Source: an optimization exercise on an open RTL-to-GDS flow (aim: small area, a short achievable clock period and few clock cycles per item). Production flows keep margins and buffers that such runs may drop.
Where RTL was checked, it was by simulation tests only, not by an equivalence proof against the original.

job 105:
==> flow/design.v (excerpt) <==
module compression_ratio_reset_monitor_unit (
    input  wire logic                               aclk,
    input  wire logic                               aresetn,
    input  wire logic                               s_valid,
    output logic                                    s_ready,
    input  wire logic [63:0]                        s_data,
    output logic                                    m_valid,
    input  wire logic                               m_ready,
    output logic [57:0]                             m_data,
    input  wire logic                               psel,
    input  wire logic                               penable,
    input  wire logic                               pwrite,
    input  wire logic [crrm_pkg::ADDR_BITS-1:0]     paddr,
    input  wire logic [crrm_pkg::DATA_BITS-1:0]     pwdata,
    output logic [crrm_pkg::DATA_BITS-1:0]          prdata,
    output logic                                    pready
);
Size: about 4000 cells after synthesis, ~370 flip-flops, about 200 I/O pins, about 33000 sq um of cells after synthesis.
clock: 9.0 ns
lec_check: 0
abc_clock_period_in_ps: 4500
cap_margin: 20
core_margin: 2
core_utilization: 40
setup_slack_margin: 4.0
slew_margin: 20
run.sh (not shown) runs the stock make flow with config.mk's settings and CLKGATE_MAP_FILE= SYNTH_SCRIPT=/design/flow/synth_recipe.tcl, a recipe that flattens the netlist after the stock synthesis.
What job 102 does differently from job 105 at the input level:
# job 105
export LEC_CHECK = 0
export ABC_CLOCK_PERIOD_IN_PS = 4500
export CAP_MARGIN = 20
export CORE_MARGIN = 2
export CORE_UTILIZATION = 40
export SETUP_SLACK_MARGIN = 4.0
export SLEW_MARGIN = 20
create_clock -name core_clock -period 9.0 [get_ports {aclk}]
# job 102
export LEC_CHECK = 0
export CAP_MARGIN = 20
export CORE_MARGIN = 2
export CORE_UTILIZATION = 40
export SLEW_MARGIN = 20
create_clock -name core_clock -period 9.0 [get_ports {aclk}]
Compared with job 105, job 102 shows a lower number of CTS-inserted buffers.
First-pass GRT wire length was higher in job 105 than in job 102.
On post-synthesis to final-layout area growth: job 102 sits below job 105.
When job 102 is set beside job 105, its global-route usage turns out to be 0.57 points smaller.
Clock transition time at the flip-flop clock pins of the worst setup and hold paths delta (job 105 -> job 102): insignificant
Compared with job 105, job 102 has less setup slack.
Relative to job 105, total wire length has gone down in job 102.
No functional check of the RTL was part of any run of this note.

compression_ratio_reset_monitor_unit, a different RTL version from the one above (not shown whole).
Size in the first run: ~3600 cells after synthesis, roughly 370 flip-flops, roughly 200 I/O pins, roughly 31000 um^2 of cells after synthesis.
Settings: LEC_CHECK=0, CAP_MARGIN=20, CORE_MARGIN=2, CORE_UTILIZATION=40, SETUP_SLACK_MARGIN=4.0, SLEW_MARGIN=20; clock period 9.0 ns.
The first run went through all stages and came out clean.
Edit:
- SETUP_SLACK_MARGIN: 4.0 -> not set
After rerunning:
- The new run finished with timing, DRC and antenna clean
- final area is lower by a little under a tenth
- core utilization falls by 4.5 points
No functional check of the RTL was part of any run of this note.

run 1:
compression_ratio_reset_monitor_unit, a different RTL version from the one above (not shown whole).
Size in the first run: about 5800 cells after synthesis, roughly 540 flip-flops, roughly 200 I/O pins, roughly 53000 um^2 of cells after synthesis.
make LEC_CHECK=0 CAP_MARGIN=20 CORE_MARGIN=2 CORE_UTILIZATION=40 SETUP_SLACK_MARGIN=4.0 SLEW_MARGIN=20 TNS_END_PERCENT=10 finish   # period 9.0 ns
Run 1 went all the way through synthesis, placement and routing and the layout is clean on timing, DRC and antenna.
Testbench counts of run 1, summed over its fixed seeds: cycles 10,001, items 1,920.
Modified inputs, run 2 compared to run 1
- clearing TNS_END_PERCENT, which used to be 10
==> summary.txt <==
Against run 1, run 2 reports a number of buffers added by the clock tree synthesis step that is higher. Between run 1 and run 2, the cell area after placement figures differ only marginally. Higher number of buffer and inverter instances along the worst setup path among run 1 and run 2: run 2. The core of run 2 is more densely filled than that of run 1. Re routed wire length: run 2 is 6.2% up on run 1. Run 1 → run 2: non-clock buffer count increased 69; count of clock-buffer cells in the layout climbed about 19%; post-layout instance area went up 1600 um^2. Run 2 ended with every stage complete and zero timing, DRC or antenna violations. Shortest clock period the worst path allows after layout: run 2 < run 1.
Input changes introduced in run 3 (baseline for comparison: run 2):
- putting CTS_CLUSTER_DIAMETER at 70 where nothing was set
- putting CTS_CLUSTER_SIZE at 35 where nothing was set
Results
Changes observed in run 3 relative to run 2: design area went down about 0.9%, fmax went up 0.39%, met1 routing resource usage after global routing went down 0.29 points, clock buffer instance count of the final layout went down 29, core utilization went down 0.42 points.
On total of fill cells in the finished design, the higher figure sits with run 3, not run 2.
The cell count in run 3 was lower than what run 2 gave.
Max smallest hold slack across run 3 and run 2: run 3
The post-detailed-routing wire length reported for run 3 is smaller than that of run 2 by 1.6 mm.
Diff run 2..run 3 | sequential cell count | unchanged
Run 3 — sum of routed wire segments on met1 1.1 mm lower, run 2 as reference
Inputs modified between run 3 and run 4:
- CTS_CLUSTER_DIAMETER no longer set, was 70
- CTS_CLUSTER_SIZE no longer set, was 35
- CTS_BUF_LIST now sky130_fd_sc_hd__clkbuf_4 sky130_fd_sc_hd__clkbuf_8, previously not set
- Run 4 against run 3; via count is up slightly.
- Cmp run 4 vs run 3: proportion of cell area spent on the clock network higher in run 4
- Summary of run 4 over run 3: area added between synthesis and finish went up, via count of the first global-routing pass went up, area of all placed cells without fillers went up, count of H-tree levels built during CTS went up, sequential cell count did not really move.
- Of the two candidates, run 3 has the better worst-case setup margin in the final layout and run 4 the worse one.

compression_ratio_reset_monitor_unit, a different RTL version from the one above (not shown whole).
For scale: ~5,700 cells after synthesis, about 53,000 µm² of cells after synthesis.
Settings: LEC_CHECK=0, CAP_MARGIN=20, CORE_MARGIN=2, CORE_UTILIZATION=60, SETUP_SLACK_MARGIN=4.0, SLEW_MARGIN=20; clock period 9.0 ns.
The baseline went through all stages and came out clean.
Next try:
CORE_UTILIZATION = 40   (was 60)
The changed run went through all stages and came out clean.
Core utilization falls by 23 points.
Final area climbs slightly.
Routed wire length goes up by a few percent.
Synthesized area is unchanged.
No functional check of the RTL was part of any run of this note.

north:
Another version of the RTL of compression_ratio_reset_monitor_unit (not shown whole).
Size in the first run: roughly 3800 cells after synthesis, about 370 flip-flops.
make LEC_CHECK=0 CAP_MARGIN=20 CORE_MARGIN=2 CORE_UTILIZATION=40 SETUP_SLACK_MARGIN=5.0 SLEW_MARGIN=20 finish   # period 9.0 ns
Testbench counts of north, summed over its fixed seeds: cycles 19,433, items 1,920.
For south, these inputs were changed with respect to north:
diff --git a/flow/config.mk b/flow/config.mk
--- a/flow/config.mk
+++ b/flow/config.mk
@@ -11 +11 @@
-export SETUP_SLACK_MARGIN = 5.0
+export SETUP_SLACK_MARGIN = 4.0
### Flow results
Number of global-route vias before repair is higher on north
Between north and south, final cell count is lower for south, north comes in above that.
Clock skew down 17 ps in south wrt north
Compared with north, south shows a lower routed wire length.
Re number of max-slew violations in the final report: no difference whatsoever between south and north.
Compared with north, south shows a total clock buffers created by CTS that is 2.1% higher.
Cmp south vs north: biggest fanout along the worst timing path higher in south

-- static timing again, ports no longer ideal --
How much do the figures lean on ideal ports? The routed layouts below were timed once more, with nothing changed but the port constraints. Step 1 sets driving cells, clkbuf_16 on the clock port and buf_2 on the other inputs (assumed; they add their load-dependent delay and slew). Step 2 adds t to the input delays and takes it off the output delays; t is the mean of the earliest and latest rising clock arrival at the registers after step 1. Input paths then give back, and output paths get back, about the clock's delay inside the block. Slacks: no drivers / after step 1 / after step 2; pairs: no drivers / after step 1.
| run | shift t [ns] | setup WS [ns] | hold slack, ns | worst setup path after step 2 | worst register clock-pin slew, ns |
|---|---|---|---|---|---|
| job 105 | 0.665 | 1.946 / 1.946 / 1.946 | 0.429 / 0.429 / 0.429 | register to register | 0.07 / 0.07 |
| job 102 | 0.666 | 0.633 / 0.633 / 0.633 | 0.444 / 0.444 / 0.444 | register to register | 0.06 / 0.06 |
| the first run of note 2 | 0.665 | 3.349 / 3.349 / 2.960 | 0.428 / 0.428 / 0.428 | input to register | 0.06 / 0.06 |
| the second run of note 2 | 0.645 | 1.987 / 1.987 / 1.987 | 0.420 / 0.420 / 0.420 | register to register | 0.06 / 0.06 |
| run 1 | 0.720 | 3.842 / 3.807 / 3.265 | 0.442 / 0.442 / 0.442 | input to register | 0.07 / 0.07 |
| run 2 | 0.737 | 3.994 / 3.994 / 3.417 | 0.438 / 0.438 / 0.438 | input to register | 0.07 / 0.07 |
| run 3 | 0.720 | 4.013 / 4.013 / 3.433 | 0.454 / 0.454 / 0.454 | input to register | 0.10 / 0.10 |
| run 4 | 0.882 | 3.899 / 3.899 / 3.280 | 0.442 / 0.442 / 0.442 | input to register | 0.07 / 0.07 |
| the first run of note 4 | 0.726 | 3.273 / 3.273 / 3.273 | 0.441 / 0.441 / 0.441 | register to register | 0.07 / 0.07 |
| the second run of note 4 | 0.728 | 3.320 / 3.320 / 3.320 | 0.445 / 0.445 / 0.445 | register to register | 0.07 / 0.07 |
| north | 0.660 | 3.839 / 3.839 / 3.839 | 0.442 / 0.442 / 0.442 | register to register | 0.07 / 0.07 |
| south | 0.661 | 3.794 / 3.794 / 3.534 | 0.438 / 0.438 / 0.438 | input to register | 0.07 / 0.07 |
After both steps setup and hold are still met in every run listed. The setup slack of run 4, which loses most, moves by 0.000 ns with the drivers and by -0.619 ns with both steps.
